What follows belongs to an exercise in optimizing a design on an open flow for small area, a short achievable clock period and few clock cycles per item; a production flow would make more cautious choices. No run shown here included a check of the RTL's function; only the layout flow was run.

## flow/design.v (module list and top-level ports; edited modules follow where they fit)
// module idc_controller: 30 lines
// module idc_datapath: 1601 lines
// module idc_tab_te: 25 lines
// module idc_tab_ts: 25 lines
// module idc_tab_yb: 25 lines
// module idc_fa: 10 lines
// module idc_gp: 8 lines
// module inclusive_day_count_between_dates: 44 lines
module inclusive_day_count_between_dates #(
	parameter int unsigned MAX_YEAR = 9999
) (
	input  logic        clk,
	input  logic        arst_n,
	input  logic        dates_valid,
	output logic        dates_ready,
	input  logic [4:0]  dates_start_day,
	input  logic [3:0]  dates_start_month,
	input  logic [13:0] dates_start_year,
	input  logic [4:0]  dates_end_day,
	input  logic [3:0]  dates_end_month,
	input  logic [13:0] dates_end_year,
	output logic        result_valid,
	input  logic        result_ready,
	output logic [21:0] result_day_count,
	output logic        result_order_error
);
  // ...
==> flow/flow/run.sh <==
#!/bin/bash
# The standard layout (the standard.sh, unchanged synthesis), with the
# port buffers made from the smallest buffer cell instead of the default
# choice; the resizer still upsizes them where timing needs it. ORFS writes
# each step's full log under orfs/logs; make's own output goes to
# standard.log.
set -uo pipefail
bash standard.sh "BUFFER_PORTS_ARGS=-buffer_cell sky130_fd_sc_hd__buf_1" finish > standard.log 2>&1
==> flow/standard.sh <==
#!/bin/bash
# synth_recipe.tcl (not shown) runs the flow's synth.tcl, then flattens the netlist and writes it again
# the make line also repeats each setting of config.mk as NAME=value (left out here)
make -C /OpenROAD-flow-scripts/flow DESIGN_CONFIG=/design/flow/config.mk WORK_HOME=/design/flow/orfs CLKGATE_MAP_FILE= SYNTH_SCRIPT=/design/flow/synth_recipe.tcl "${@:-finish}"
==> flow/config.mk <==
export PLATFORM = sky130hd
export DESIGN_NAME = inclusive_day_count_between_dates
export DESIGN_NICKNAME = inclusive_day_count_between_dates
export VERILOG_FILES = /design/flow/design.v
export SDC_FILE = /design/flow/constraint.sdc
export NUM_CORES = 4
export LEC_CHECK = 0
export CAP_MARGIN = 20
export CORE_MARGIN = 2
export CORE_UTILIZATION = 40
export CTS_BUF_LIST = sky130_fd_sc_hd__clkbuf_8
export SETUP_SLACK_MARGIN = 5
export SLEW_MARGIN = 20
export SYNTH_HIERARCHICAL = 1
==> flow/constraint.sdc <==
create_clock -name core_clock -period 10.0 [get_ports {clk}]
set_input_delay 2.0000 -clock core_clock [delete_from_list [all_inputs] [get_ports {clk}]]
set_output_delay 2.0000 -clock core_clock [all_outputs]
set_load 0.01 [all_outputs]
==> summary.txt, run 1 <==
ROUTING
---------------------------------------------------------------------------------
Drt pass-1 iters ...................................................            4
Highest routing layer actually used ................................         met4
First DRT Iteration DRCs ...........................................          292
Drc violations .....................................................            0

STA
---------------------------------------------------------------------------------
Shortest period the worst path allows ..............................      4.95 ns
Final period utilization ...........................................        0.495
Final Hold Viols ...................................................            0
Total negative slack ...............................................         0 ns

STATUS
---------------------------------------------------------------------------------
Result of the run .................................................. finished clean

YOSYS
---------------------------------------------------------------------------------
Xor/xnor share of the synthesized area .............................       0.0642
Netlist area before placement ......................................   9550 sq um
Dominant combinational cell family by area after synthesis .........  adder cells
Leading cell types by total area after synthesis ................... sky130_fd_sc_hd__fa_1 (27%), sky130_fd_sc_hd__edfxtp_1 (21%), sky130_fd_sc_hd__ha_1 (18%), sky130_fd_sc_hd__a21o_1 (9.3%), sky130_fd_sc_hd__xor2_1 (4.9%)
Area fraction in and, or, nand and nor cells after synthesis .......       0.0989
Number of library cell types mapped by synthesis ...................           54
Portion of synthesized cell area occupied by the leading cell type .        0.268
Sequential share of the synthesized area ...........................        0.213

GLOBAL ROUTE
---------------------------------------------------------------------------------
Global-route usage over all layers .................................        0.165
First-pass GRT wire length .........................................      32.1 mm
Via count of the first global-routing pass .........................         6203
Met2 routing resource usage after global routing ...................        0.261

WORST SETUP PATH
---------------------------------------------------------------------------------
Number of buffers and inverters on the critical path ...............            1
Termination of the worst setup path ................................ u_dp.r_q[22]
Launching element of the worst setup path .......................... u_dp.sb_q[1]
Slack of the worst reg-to-reg path .................................      5.05 ns
Endpoint of the worst register-to-register path .................... u_dp.r_q[22]

FLOORPLAN
---------------------------------------------------------------------------------
DIE WIDTH ..........................................................  159 microns

LAYOUT
---------------------------------------------------------------------------------
Area-dominant class ................................................ multi-input gates
NonClk Buf Share ...................................................       0.0502
Final-stage net count ..............................................         1226
Antenna diode instance count .......................................            0

CTS
---------------------------------------------------------------------------------
TritonCTS Sinks ....................................................           68

HOLD PATH
---------------------------------------------------------------------------------
Cells on Worst Hold Path ...........................................            1

PLACEMENT
---------------------------------------------------------------------------------
Count of input and output buffers ..................................           74

==> run 2: changes to the inputs <==
--- a/flow/design.v
+++ b/flow/design.v
@@ -817,19 +817,57 @@
 	assign d_v_72 = d_v_17 ^ d_v_44;
 	assign d_v_73 = d_v_19 ^ d_v_58;
 	assign d_v_74 = d_v_21 ^ d_v_50;
 	assign d_v_75 = d_v_23 ^ d_v_60;
 	assign d_v_76 = 1'b1 ^ d_v_46;
 	logic [12:0] da;
 	assign da = {d_v_76, d_v_75, d_v_74, d_v_73, d_v_72, d_v_71, d_v_70, d_v_69, d_v_68, d_v_67, d_v_66, d_v_65, d_v_64};
 	logic [8:0] te_t;
-	idc_tab_te u_te_t (.sel(e_month), .val(te_t));
+	always_comb begin
+		case (e_month)
+			4'd0: te_t = 9'd0;
+			4'd1: te_t = 9'd0;
+			4'd2: te_t = 9'd31;
+			4'd3: te_t = 9'd59;
+			4'd4: te_t = 9'd90;
+			4'd5: te_t = 9'd120;
+			4'd6: te_t = 9'd151;
+			4'd7: te_t = 9'd181;
+			4'd8: te_t = 9'd212;
+			4'd9: te_t = 9'd243;
+			4'd10: te_t = 9'd273;
+			4'd11: te_t = 9'd304;
+			4'd12: te_t = 9'd334;
+			4'd13: te_t = 9'd365;
+			4'd14: te_t = 9'd365;
+			4'd15: te_t = 9'd365;
+		endcase
+	end
 	logic [8:0] ts_t;
-	idc_tab_ts u_ts_t (.sel(s_month), .val(ts_t));
+	always_comb begin
+		case (s_month)
+			4'd0: ts_t = 9'd365;
+			4'd1: ts_t = 9'd365;
+			4'd2: ts_t = 9'd334;
+			4'd3: ts_t = 9'd306;
+			4'd4: ts_t = 9'd275;
+			4'd5: ts_t = 9'd245;
+			4'd6: ts_t = 9'd214;
+			4'd7: ts_t = 9'd184;
+			4'd8: ts_t = 9'd153;
+			4'd9: ts_t = 9'd122;
+			4'd10: ts_t = 9'd92;
+			4'd11: ts_t = 9'd61;
+			4'd12: ts_t = 9'd31;
+			4'd13: ts_t = 9'd0;
+			4'd14: ts_t = 9'd0;
+			4'd15: ts_t = 9'd0;
+		endcase
+	end
 	logic [4:0] sdn;
 	assign sdn = ~s_day;
 	logic w_v_1;
 	logic w_v_2;
 	logic w_v_3;
 	logic w_v_4;
 	logic w_v_5;
 	logic w_v_6;
@@ -1001,17 +1039,36 @@
 			sl_q  <= s_lp;
 			eln_q <= ~e_lp;
 			v_q   <= v;
 			sb_q  <= s_b;
 			eb_q  <= e_b;
 		end
 	end
 	logic [12:0] yb_t;
-	idc_tab_yb u_yb_t (.sel({eb_q, sb_q}), .val(yb_t));
+	always_comb begin
+		case ({eb_q, sb_q})
+			4'd0: yb_t = 13'd3604;
+			4'd1: yb_t = 13'd3239;
+			4'd2: yb_t = 13'd2874;
+			4'd3: yb_t = 13'd2509;
+			4'd4: yb_t = 13'd3969;
+			4'd5: yb_t = 13'd3604;
+			4'd6: yb_t = 13'd3239;
+			4'd7: yb_t = 13'd2874;
+			4'd8: yb_t = 13'd4334;
+			4'd9: yb_t = 13'd3969;
+			4'd10: yb_t = 13'd3604;
+			4'd11: yb_t = 13'd3239;
+			4'd12: yb_t = 13'd4699;
+			4'd13: yb_t = 13'd4334;
+			4'd14: yb_t = 13'd3969;
+			4'd15: yb_t = 13'd3604;
+		endcase
+	end
 	logic t_1;
 	logic t_2;
 	logic t_3;
 	logic t_4;
 	logic t_5;
 	logic t_6;
 	logic t_7;
 	logic t_8;
@@ -1366,16 +1423,38 @@
 	logic t_357;
 	logic t_358;
 	logic t_359;
 	logic t_360;
 	logic t_361;
 	logic t_362;
 	logic t_363;
 	logic t_364;
+	logic t_365;
+	logic t_366;
+	logic t_367;
+	logic t_368;
+	logic t_369;
+	logic t_370;
+	logic t_371;
+	logic t_372;
+	logic t_373;
+	logic t_374;
+	logic t_375;
+	logic t_376;
+	logic t_377;
+	logic t_378;
+	logic t_379;
+	logic t_380;
+	logic t_381;
+	logic t_382;
+	logic t_383;
+	logic t_384;
+	logic t_385;
+	logic t_386;
 	idc_fa u_t_1 (.a(da_q[0]), .b(sc_q[2]), .c(sc_q[0]), .s(t_1), .co(t_2));
 	assign t_3 = ecn_q[2] ^ ecn_q[0];
 	assign t_4 = ecn_q[2] & ecn_q[0];
 	idc_fa u_t_5 (.a(da_q[1]), .b(sc_q[2]), .c(sc_q[3]), .s(t_5), .co(t_6));
 	idc_fa u_t_7 (.a(sc_q[1]), .b(ecn_q[2]), .c(ecn_q[3]), .s(t_7), .co(t_8));
 	assign t_9 = ecn_q[1] ^ v_q[1];
 	assign t_10 = ecn_q[1] & v_q[1];
 	idc_fa u_t_11 (.a(da_q[2]), .b(da_q[0]), .c(sc_q[3]), .s(t_11), .co(t_12));
@@ -1558,177 +1637,124 @@
 	idc_gp u_t_282 (.gh(t_253), .ph(t_252), .gl(t_251), .g(t_282));
 	assign t_283 = t_252 & t_250;
 	idc_gp u_t_284 (.gh(t_257), .ph(t_256), .gl(t_255), .g(t_284));
 	assign t_285 = t_256 & t_254;
 	idc_gp u_t_286 (.gh(t_261), .ph(t_260), .gl(t_259), .g(t_286));
 	assign t_287 = t_260 & t_258;
 	idc_gp u_t_288 (.gh(t_265), .ph(t_264), .gl(t_263), .g(t_288));
 	assign t_289 = t_264 & t_262;
-	idc_gp u_t_290 (.gh(t_270), .ph(t_271), .gl(t_268), .g(t_290));
-	assign t_291 = t_271 & t_269;
-	idc_gp u_t_292 (.gh(t_274), .ph(t_275), .gl(t_272), .g(t_292));
-	assign t_293 = t_275 & t_273;
-	idc_gp u_t_294 (.gh(t_278), .ph(t_279), .gl(t_276), .g(t_294));
-	assign t_295 = t_279 & t_277;
-	idc_gp u_t_296 (.gh(t_282), .ph(t_283), .gl(t_280), .g(t_296));
-	assign t_297 = t_283 & t_281;
-	idc_gp u_t_298 (.gh(t_286), .ph(t_287), .gl(t_284), .g(t_298));
-	assign t_299 = t_287 & t_285;
-	idc_gp u_t_300 (.gh(t_292), .ph(t_293), .gl(t_290), .g(t_300));
-	assign t_301 = t_293 & t_291;
-	idc_gp u_t_302 (.gh(t_296), .ph(t_297), .gl(t_294), .g(t_302));
-	assign t_303 = t_297 & t_295;
-	idc_gp u_t_304 (.gh(t_302), .ph(t_303), .gl(t_300), .g(t_304));
-	assign t_305 = t_303 & t_301;
-	idc_gp u_t_306 (.gh(t_294), .ph(t_295), .gl(t_300), .g(t_306));
-	assign t_307 = t_295 & t_301;
-	idc_gp u_t_308 (.gh(t_298), .ph(t_299), .gl(t_304), .g(t_308));
-	assign t_309 = t_299 & t_305;
-	idc_gp u_t_310 (.gh(t_272), .ph(t_273), .gl(t_290), .g(t_310));
-	assign t_311 = t_273 & t_291;
-	idc_gp u_t_312 (.gh(t_276), .ph(t_277), .gl(t_300), .g(t_312));
-	assign t_313 = t_277 & t_301;
-	idc_gp u_t_314 (.gh(t_280), .ph(t_281), .gl(t_306), .g(t_314));
-	assign t_315 = t_281 & t_307;
-	idc_gp u_t_316 (.gh(t_284), .ph(t_285), .gl(t_304), .g(t_316));
-	assign t_317 = t_285 & t_305;
-	idc_gp u_t_318 (.gh(t_288), .ph(t_289), .gl(t_308), .g(t_318));
-	assign t_319 = t_289 & t_309;
-	idc_gp u_t_320 (.gh(t_227), .ph(t_226), .gl(t_268), .g(t_320));
-	assign t_321 = t_226 & t_269;
-	idc_gp u_t_322 (.gh(t_231), .ph(t_230), .gl(t_290), .g(t_322));
-	assign t_323 = t_230 & t_291;
-	idc_gp u_t_324 (.gh(t_235), .ph(t_234), .gl(t_310), .g(t_324));
-	assign t_325 = t_234 & t_311;
-	idc_gp u_t_326 (.gh(t_239), .ph(t_238), .gl(t_300), .g(t_326));
-	assign t_327 = t_238 & t_301;
-	idc_gp u_t_328 (.gh(t_243), .ph(t_242), .gl(t_312), .g(t_328));
-	assign t_329 = t_242 & t_313;
-	idc_gp u_t_330 (.gh(t_247), .ph(t_246), .gl(t_306), .g(t_330));
-	assign t_331 = t_246 & t_307;
-	idc_gp u_t_332 (.gh(t_251), .ph(t_250), .gl(t_314), .g(t_332));
-	assign t_333 = t_250 & t_315;
-	idc_gp u_t_334 (.gh(t_255), .ph(t_254), .gl(t_304), .g(t_334));
-	assign t_335 = t_254 & t_305;
-	idc_gp u_t_336 (.gh(t_259), .ph(t_258), .gl(t_316), .g(t_336));
-	assign t_337 = t_258 & t_317;
-	idc_gp u_t_338 (.gh(t_263), .ph(t_262), .gl(t_308), .g(t_338));
-	assign t_339 = t_262 & t_309;
-	idc_gp u_t_340 (.gh(t_267), .ph(t_266), .gl(t_318), .g(t_340));
-	assign t_341 = t_266 & t_319;
-	assign t_342 = t_222;
-	assign t_343 = t_224 ^ t_223;
-	assign t_344 = t_226 ^ t_268;
-	assign t_345 = t_228 ^ t_320;
-	assign t_346 = t_230 ^ t_290;
-	assign t_347 = t_232 ^ t_322;
-	assign t_348 = t_234 ^ t_310;
-	assign t_349 = t_236 ^ t_324;
-	assign t_350 = t_238 ^ t_300;
-	assign t_351 = t_240 ^ t_326;
-	assign t_352 = t_242 ^ t_312;
-	assign t_353 = t_244 ^ t_328;
-	assign t_354 = t_246 ^ t_306;
-	assign t_355 = t_248 ^ t_330;
-	assign t_356 = t_250 ^ t_314;
-	assign t_357 = t_252 ^ t_332;
-	assign t_358 = t_254 ^ t_304;
-	assign t_359 = t_256 ^ t_334;
-	assign t_360 = t_258 ^ t_316;
-	assign t_361 = t_260 ^ t_336;
-	assign t_362 = t_262 ^ t_308;
-	assign t_363 = t_264 ^ t_338;
-	assign t_364 = t_266 ^ t_318;
+	idc_gp u_t_290 (.gh(t_227), .ph(t_226), .gl(t_268), .g(t_290));
+	assign t_291 = t_226 & t_269;
+	idc_gp u_t_292 (.gh(t_270), .ph(t_271), .gl(t_268), .g(t_292));
+	assign t_293 = t_271 & t_269;
+	idc_gp u_t_294 (.gh(t_235), .ph(t_234), .gl(t_272), .g(t_294));
+	assign t_295 = t_234 & t_273;
+	idc_gp u_t_296 (.gh(t_274), .ph(t_275), .gl(t_272), .g(t_296));
+	assign t_297 = t_275 & t_273;
+	idc_gp u_t_298 (.gh(t_243), .ph(t_242), .gl(t_276), .g(t_298));
+	assign t_299 = t_242 & t_277;
+	idc_gp u_t_300 (.gh(t_278), .ph(t_279), .gl(t_276), .g(t_300));
+	assign t_301 = t_279 & t_277;
+	idc_gp u_t_302 (.gh(t_251), .ph(t_250), .gl(t_280), .g(t_302));
+	assign t_303 = t_250 & t_281;
+	idc_gp u_t_304 (.gh(t_282), .ph(t_283), .gl(t_280), .g(t_304));
+	assign t_305 = t_283 & t_281;
+	idc_gp u_t_306 (.gh(t_259), .ph(t_258), .gl(t_284), .g(t_306));
+	assign t_307 = t_258 & t_285;
+	idc_gp u_t_308 (.gh(t_286), .ph(t_287), .gl(t_284), .g(t_308));
+	assign t_309 = t_287 & t_285;
+	idc_gp u_t_310 (.gh(t_267), .ph(t_266), .gl(t_288), .g(t_310));
+	assign t_311 = t_266 & t_289;
+	idc_gp u_t_312 (.gh(t_231), .ph(t_230), .gl(t_292), .g(t_312));
+	assign t_313 = t_230 & t_293;
+	idc_gp u_t_314 (.gh(t_272), .ph(t_273), .gl(t_292), .g(t_314));
+	assign t_315 = t_273 & t_293;
+	idc_gp u_t_316 (.gh(t_294), .ph(t_295), .gl(t_292), .g(t_316));
+	assign t_317 = t_295 & t_293;
+	idc_gp u_t_318 (.gh(t_296), .ph(t_297), .gl(t_292), .g(t_318));
+	assign t_319 = t_297 & t_293;
+	idc_gp u_t_320 (.gh(t_247), .ph(t_246), .gl(t_300), .g(t_320));
+	assign t_321 = t_246 & t_301;
+	idc_gp u_t_322 (.gh(t_280), .ph(t_281), .gl(t_300), .g(t_322));
+	assign t_323 = t_281 & t_301;
+	idc_gp u_t_324 (.gh(t_302), .ph(t_303), .gl(t_300), .g(t_324));
+	assign t_325 = t_303 & t_301;
+	idc_gp u_t_326 (.gh(t_304), .ph(t_305), .gl(t_300), .g(t_326));
+	assign t_327 = t_305 & t_301;
+	idc_gp u_t_328 (.gh(t_263), .ph(t_262), .gl(t_308), .g(t_328));
+	assign t_329 = t_262 & t_309;
+	idc_gp u_t_330 (.gh(t_288), .ph(t_289), .gl(t_308), .g(t_330));
+	assign t_331 = t_289 & t_309;
+	idc_gp u_t_332 (.gh(t_310), .ph(t_311), .gl(t_308), .g(t_332));
+	assign t_333 = t_311 & t_309;
+	idc_gp u_t_334 (.gh(t_239), .ph(t_238), .gl(t_318), .g(t_334));
+	assign t_335 = t_238 & t_319;
+	idc_gp u_t_336 (.gh(t_276), .ph(t_277), .gl(t_318), .g(t_336));
+	assign t_337 = t_277 & t_319;
+	idc_gp u_t_338 (.gh(t_298), .ph(t_299), .gl(t_318), .g(t_338));
+	assign t_339 = t_299 & t_319;
+	idc_gp u_t_340 (.gh(t_300), .ph(t_301), .gl(t_318), .g(t_340));
+	assign t_341 = t_301 & t_319;
+	idc_gp u_t_342 (.gh(t_320), .ph(t_321), .gl(t_318), .g(t_342));
+	assign t_343 = t_321 & t_319;
+	idc_gp u_t_344 (.gh(t_322), .ph(t_323), .gl(t_318), .g(t_344));
+	assign t_345 = t_323 & t_319;
+	idc_gp u_t_346 (.gh(t_324), .ph(t_325), .gl(t_318), .g(t_346));
+	assign t_347 = t_325 & t_319;
+	idc_gp u_t_348 (.gh(t_326), .ph(t_327), .gl(t_318), .g(t_348));
+	assign t_349 = t_327 & t_319;
+	idc_gp u_t_350 (.gh(t_255), .ph(t_254), .gl(t_348), .g(t_350));
+	assign t_351 = t_254 & t_349;
+	idc_gp u_t_352 (.gh(t_284), .ph(t_285), .gl(t_348), .g(t_352));
+	assign t_353 = t_285 & t_349;
+	idc_gp u_t_354 (.gh(t_306), .ph(t_307), .gl(t_348), .g(t_354));
+	assign t_355 = t_307 & t_349;
+	idc_gp u_t_356 (.gh(t_308), .ph(t_309), .gl(t_348), .g(t_356));
+	assign t_357 = t_309 & t_349;
+	idc_gp u_t_358 (.gh(t_328), .ph(t_329), .gl(t_348), .g(t_358));
+	assign t_359 = t_329 & t_349;
+	idc_gp u_t_360 (.gh(t_330), .ph(t_331), .gl(t_348), .g(t_360));
+	assign t_361 = t_331 & t_349;
+	idc_gp u_t_362 (.gh(t_332), .ph(t_333), .gl(t_348), .g(t_362));
+	assign t_363 = t_333 & t_349;
+	assign t_364 = t_222;
+	assign t_365 = t_224 ^ t_223;
+	assign t_366 = t_226 ^ t_268;
+	assign t_367 = t_228 ^ t_290;
+	assign t_368 = t_230 ^ t_292;
+	assign t_369 = t_232 ^ t_312;
+	assign t_370 = t_234 ^ t_314;
+	assign t_371 = t_236 ^ t_316;
+	assign t_372 = t_238 ^ t_318;
+	assign t_373 = t_240 ^ t_334;
+	assign t_374 = t_242 ^ t_336;
+	assign t_375 = t_244 ^ t_338;
+	assign t_376 = t_246 ^ t_340;
+	assign t_377 = t_248 ^ t_342;
+	assign t_378 = t_250 ^ t_344;
+	assign t_379 = t_252 ^ t_346;
+	assign t_380 = t_254 ^ t_348;
+	assign t_381 = t_256 ^ t_350;
+	assign t_382 = t_258 ^ t_352;
+	assign t_383 = t_260 ^ t_354;
+	assign t_384 = t_262 ^ t_356;
+	assign t_385 = t_264 ^ t_358;
+	assign t_386 = t_266 ^ t_360;
 	logic [22:0] r_d;
 	logic [22:0] r_q;
-	assign r_d = {t_364, t_363, t_362, t_361, t_360, t_359, t_358, t_357, t_356, t_355, t_354, t_353, t_352, t_351, t_350, t_349, t_348, t_347, t_346, t_345, t_344, t_343, t_342};
+	assign r_d = {t_386, t_385, t_384, t_383, t_382, t_381, t_380, t_379, t_378, t_377, t_376, t_375, t_374, t_373, t_372, t_371, t_370, t_369, t_368, t_367, t_366, t_365, t_364};
 	always_ff @(posedge clk) begin
 		if (en2) begin
 			r_q <= r_d;
 		end
 	end
 	assign day_count   = r_q[22] ? 22'd0 : r_q[21:0];
 	assign order_error = r_q[22] || (r_q == 23'd0);
 endmodule
-module idc_tab_te (
-	input  logic [3:0] sel,
-	output logic [8:0] val
-);
-	always_comb begin
-		case (sel)
-			4'd0: val = 9'd0;
-			4'd1: val = 9'd0;
-			4'd2: val = 9'd31;
-			4'd3: val = 9'd59;
-			4'd4: val = 9'd90;
-			4'd5: val = 9'd120;
-			4'd6: val = 9'd151;
-			4'd7: val = 9'd181;
-			4'd8: val = 9'd212;
-			4'd9: val = 9'd243;
-			4'd10: val = 9'd273;
-			4'd11: val = 9'd304;
-			4'd12: val = 9'd334;
-			4'd13: val = 9'd365;
-			4'd14: val = 9'd365;
-			4'd15: val = 9'd365;
-		endcase
-	end
-endmodule
-module idc_tab_ts (
-	input  logic [3:0] sel,
-	output logic [8:0] val
-);
-	always_comb begin
-		case (sel)
-			4'd0: val = 9'd365;
-			4'd1: val = 9'd365;
-			4'd2: val = 9'd334;
-			4'd3: val = 9'd306;
-			4'd4: val = 9'd275;
-			4'd5: val = 9'd245;
-			4'd6: val = 9'd214;
-			4'd7: val = 9'd184;
-			4'd8: val = 9'd153;
-			4'd9: val = 9'd122;
-			4'd10: val = 9'd92;
-			4'd11: val = 9'd61;
-			4'd12: val = 9'd31;
-			4'd13: val = 9'd0;
-			4'd14: val = 9'd0;
-			4'd15: val = 9'd0;
-		endcase
-	end
-endmodule
-module idc_tab_yb (
-	input  logic [3:0] sel,
-	output logic [12:0] val
-);
-	always_comb begin
-		case (sel)
-			4'd0: val = 13'd3604;
-			4'd1: val = 13'd3239;
-			4'd2: val = 13'd2874;
-			4'd3: val = 13'd2509;
-			4'd4: val = 13'd3969;
-			4'd5: val = 13'd3604;
-			4'd6: val = 13'd3239;
-			4'd7: val = 13'd2874;
-			4'd8: val = 13'd4334;
-			4'd9: val = 13'd3969;
-			4'd10: val = 13'd3604;
-			4'd11: val = 13'd3239;
-			4'd12: val = 13'd4699;
-			4'd13: val = 13'd4334;
-			4'd14: val = 13'd3969;
-			4'd15: val = 13'd3604;
-		endcase
-	end
-endmodule
 module idc_fa (
 	input  logic a,
 	input  logic b,
 	input  logic c,
 	output logic s,
 	output logic co
 );
 	assign s  = a ^ b ^ c;
==> run 2 against run 1 <==
Compared with the run above:
- still clean
- cell count increased by 0.73%
- sequential share of layout area about the same
- synthesized area down 0.43%
==> summary.txt, run 2 <==
LAYOUT
---------------------------------------------------------------------------------
Top library cells by usage in the layout, fill and taps aside ...... sky130_fd_sc_hd__fa_1 (126), sky130_fd_sc_hd__a21o_1 (123), sky130_fd_sc_hd__ha_1 (121), sky130_fd_sc_hd__edfxtp_1 (66), sky130_fd_sc_hd__buf_1 (56)
Leading registers by flop count .................................... u_dp.r_q (23), u_dp.da_q (13), u_dp.v_q (10)
Area growth syn-to-layout ..........................................        13.2%
Seq. cell area .....................................................   2030 sq um
Leading cell type in the layout, fill and taps excluded ............ sky130_fd_sc_hd__fa_1
Antenna diode instance count .......................................            0   unchanged
Fill count .........................................................         2215
Largest Register ...................................................     u_dp.r_q
Layout Utilization .................................................        0.460
Final-stage net count ..............................................         1230   +0.33%
Ratio of cells with drive above 1 in the final layout ..............       0.0949
Max reg flops ......................................................           23
Total area of multi-input combinational cells ......................   7410 sq um

STA
---------------------------------------------------------------------------------
Worst-margin pin slew ..............................................     0.844 ns
Shortest period the worst path allows ..............................      4.91 ns   -0.0400 ns
Final period utilization ...........................................        0.491   -0.00400
Total negative slack ...............................................         0 ns   unchanged
Final Hold Viols ...................................................            0   unchanged
Worst setup skew after layout ......................................    0.0131 ns
Endpoints failing setup ............................................            0
Unrepaired setup endpoints after global routing ....................        false
Hold_ws ............................................................     0.561 ns
Final-report max-slew violation count ..............................            0
Relative max-transition margin .....................................        0.437
Maximum achievable frequency .......................................      204 MHz

WORST SETUP PATH
---------------------------------------------------------------------------------
Crit path max fanout ...............................................            7
WS Path Type ....................................................... input port to register
Slack of the worst reg-to-reg path .................................      5.14 ns   +0.09 ns
Launching element type of the critical path ........................   input port
Worst R2R Path Depth ...............................................           17
Endpoint class of the critical path ................................     register
Endpoint of the worst register-to-register path .................... u_dp.r_q[22]
R2R Path Start ..................................................... u_dp.sb_q[0]
Data required, critical path .......................................     10.10 ns
Data arrival, critical path ........................................      5.01 ns

YOSYS
---------------------------------------------------------------------------------
Area leader, netlist ............................................... sky130_fd_sc_hd__fa_1
Library cell with the highest instance count after synthesis ....... sky130_fd_sc_hd__ha_1
Number of library cell types mapped by synthesis ...................           44   -19%
Most common library cells after synthesis .......................... sky130_fd_sc_hd__ha_1 (130), sky130_fd_sc_hd__fa_1 (128), sky130_fd_sc_hd__a21o_1 (127)
YS warnings ........................................................            8
Commonest register cell after synthesis ............................ sky130_fd_sc_hd__edfxtp_1
Netlist area before placement ......................................   9510 sq um   -0.43%
Count of flip-flops with a built-in enable after synthesis .........           66
Leading cell types by total area after synthesis ................... sky130_fd_sc_hd__fa_1 (27%), sky130_fd_sc_hd__edfxtp_1 (21%), sky130_fd_sc_hd__ha_1 (17%), sky130_fd_sc_hd__a21o_1 (10%), sky130_fd_sc_hd__xor2_1 (5.1%)
Synthesized netlist net count ......................................         1143
Yosys reg bits .....................................................           68
Avg Cell Area, Syn .................................................   11.4 sq um
Cell count after synthesis .........................................          835
Async set-or-reset flop fraction in the synthesized netlist ........       0.0294
Sequential share of the synthesized area ...........................        0.214   +0.000923
Portion of synthesized cell area occupied by the leading cell type .        0.269   +0.00116

FLOORPLAN
---------------------------------------------------------------------------------
Die ar. ............................................................  25000 sq um
Die outline height .................................................  158 microns
Core ar. ...........................................................  23400 sq um
Initial Utilization ................................................        0.406
Number of ports placed on the die boundary .........................           75
Num rows ...........................................................           56
DIE WIDTH ..........................................................  158 microns   -0.21%

ROUTING
---------------------------------------------------------------------------------
Drt pass-1 iters ...................................................            4   unchanged
Drc violations .....................................................            0   unchanged
Wire length per cell after detailed routing ........................ 15.7 microns
Per-cell via count in the routed design ............................         5.00
Total wirelength of the detailed-routed design .....................      19.6 mm
Via total after detailed routing ...................................         6235
Antenna-violating nets left ........................................            0
First DRT Iteration DRCs ...........................................          269   -7.9%

CTS
---------------------------------------------------------------------------------
TritonCTS Sinks ....................................................           68   unchanged
TritonCTS buffer count .............................................            9
Maximum buffer depth of the clock tree .............................            2
Reg clk slew, reported paths .......................................      0.07 ns
Root buf cell ...................................................... sky130_fd_sc_hd__clkbuf_8
Hold buffer count at CTS ...........................................            0
CTS tree ...........................................................          yes
Worst-Skew Late Latency ............................................      0.35 ns
H-tree level count .................................................            3

GLOBAL ROUTE
---------------------------------------------------------------------------------
Global-route usage over all layers .................................        0.162   -0.00274
Antenna violations before repair ...................................            0
Largest net degree at the start of global routing ..................           45
Remaining global-route overflow ....................................            0
First-pass GRT wire length .........................................      31.7 mm   -1.1%
Via count of the first global-routing pass .........................         6174   -0.47%

JOB
---------------------------------------------------------------------------------
Count of max-cap constraint violations .............................            0

PLACEMENT
---------------------------------------------------------------------------------
GPL Wtd Cong .......................................................        0.826
Count of input and output buffers ..................................           74   unchanged
HPWL Detailed ......................................................      16.2 mm

HOLD PATH
---------------------------------------------------------------------------------
Cells on Worst Hold Path ...........................................            1   unchanged
Start point of the worst min-delay path ............................  u_ctrl.v1_q
Min-delay worst type ............................................... register to register
Hold Path Sink .....................................................  u_ctrl.v2_q

STATUS
---------------------------------------------------------------------------------
Result of the run .................................................. finished clean

==> run 2: cell types whose count changed in the layout (fill, tap and decap cells not counted), sizes merged, moves of 6 or more <==
cell	previous run	this run
and3	2	9
nand2	18	26
o21ai	9	20
nand2b	8	14
buf	95	81
a21o	119	127
==> run 2: cell type report <==
type | instances | share of cell area
repair buffers | 91 | 0.0452
well taps | 319 | 0.0371
clock inverters | 7 | 0.00918
clock buffers | 9 | 0.0115
multi-input cells | 696 | 0.688
flip-flops and latches | 68 | 0.189
inverters | 56 | 0.0202
==> run 2: worst max-delay path by stage <==
stage	end	cells past startpoint	slack, ns	from
floorplan	u_dp.v_q[7]	11	4.94	dates_end_month[1]
global placement	u_dp.v_q[9]	12	4.48	dates_end_month[1]
detailed placement	u_dp.v_q[7]	12	4.43	dates_end_month[1]
CTS	u_dp.r_q[22]	17	4.87	u_dp.sb_q[0]
global route	u_dp.r_q[22]	17	4.96	u_dp.sb_q[0]
finish	u_dp.v_q[7]	12	5.09	dates_end_month[1]
==> run 2: logic make-up (layout without fill, tap and decap cells) <==
| kind of cell | after synthesis | in the layout | share of synthesized area |
|---|---|---|---|
| multiplexers | 8 | 8 | 0.0100 |
| flip-flops | 68 | 68 | 0.214 |
| XOR/XNOR | 73 | 73 | 0.0672 |
| buffers and inverters | 71 | 163 | 0.0295 |
| adder cells (fa/ha/maj) | 258 | 258 | 0.440 |
| AND/OR/NAND/NOR | 187 | 187 | 0.112 |
| AO/OA/AOI/OAI | 170 | 170 | 0.127 |
==> run 2: metal layers <==
metal  global-route usage  up-vias  routed length (microns)
met1                0.244     3036                     9500
met4               0.0283        0                      141
met2                0.256      117                     9150
li1                     -     3074                        -
met5                    0        -                        0
met3               0.0194        8                      815
==> run 2: critical path, stage by stage <==
cell and delay, ns:
sky130_fd_sc_hd__buf_12 0.10, sky130_fd_sc_hd__inv_6 0.04, sky130_fd_sc_hd__ha_2 0.16, sky130_fd_sc_hd__mux4_2 0.48
sky130_fd_sc_hd__fa_1 0.50, sky130_fd_sc_hd__fa_1 0.60, sky130_fd_sc_hd__ha_4 0.22, sky130_fd_sc_hd__a21o_1 0.18
sky130_fd_sc_hd__a21o_1 0.22, sky130_fd_sc_hd__a21o_1 0.19, sky130_fd_sc_hd__a21o_1 0.18, sky130_fd_sc_hd__xor2_1 0.14
==> run 2: modules after synthesis (local to each module, per instance), a selection <==
| module | flip-flops and latches | times used | area (sq um) |
|---|---|---|---|
| idc_datapath | 66 | 1 | 5920 |
| idc_fa | 0 | 128 | 20.0 |
| idc_gp | 0 | 125 | 7.51 |
| idc_controller | 2 | 1 | 92.6 |
==> run 2: timing repair <==
| action | 4_1_cts | 5_1_grt |
|---|---|---|
| pin swaps | 0 | 23 |
| endpoints found under the setup margin | 14 | 12 |
| endpoints found under the hold margin | 0 | 0 |
| gates resized for setup | 13 | 64 |
| setup buffers | 2 | 15 |
==> run 2: metrics by stage <==
stage	instances	setup WS, ns	instance area, sq um
5_1_grt	1246	4.96	10800
2_1_floorplan	835	4.94	9520
3_3_place_gp	1213	4.48	10100
6_report	1246	5.09	10800
4_1_cts	1231	4.87	10400
3_5_place_dp	1213	4.43	10100

-- static timing again, ports no longer ideal --
How much do the figures lean on ideal ports? The routed layouts below were timed once more, with nothing changed but the port constraints.
Step 1: set_driving_cell puts a clkbuf_16 on clk and a buf_2 on each other input, an assumption about the parent block.
Step 2, shift: input delay + t, output delay - t, t = (earliest + latest rising clock arrival at the registers) / 2. This alone moves slack from input paths to output paths.
Slacks: no drivers / after step 1 / after step 2; pairs: no drivers / after step 1.
run	shift t [ns]	setup slack, ns	slew at the worst register clock pin (ns)
run 1	0.388	5.050 / 5.050 / 4.674	0.07 / 0.07
run 2	0.380	5.090 / 5.062 / 4.682	0.08 / 0.08
After both steps setup and hold are still met in every run listed. For run 2, which loses most, drivers alone change the setup slack by -0.028 ns; drivers and shift together by -0.408 ns.
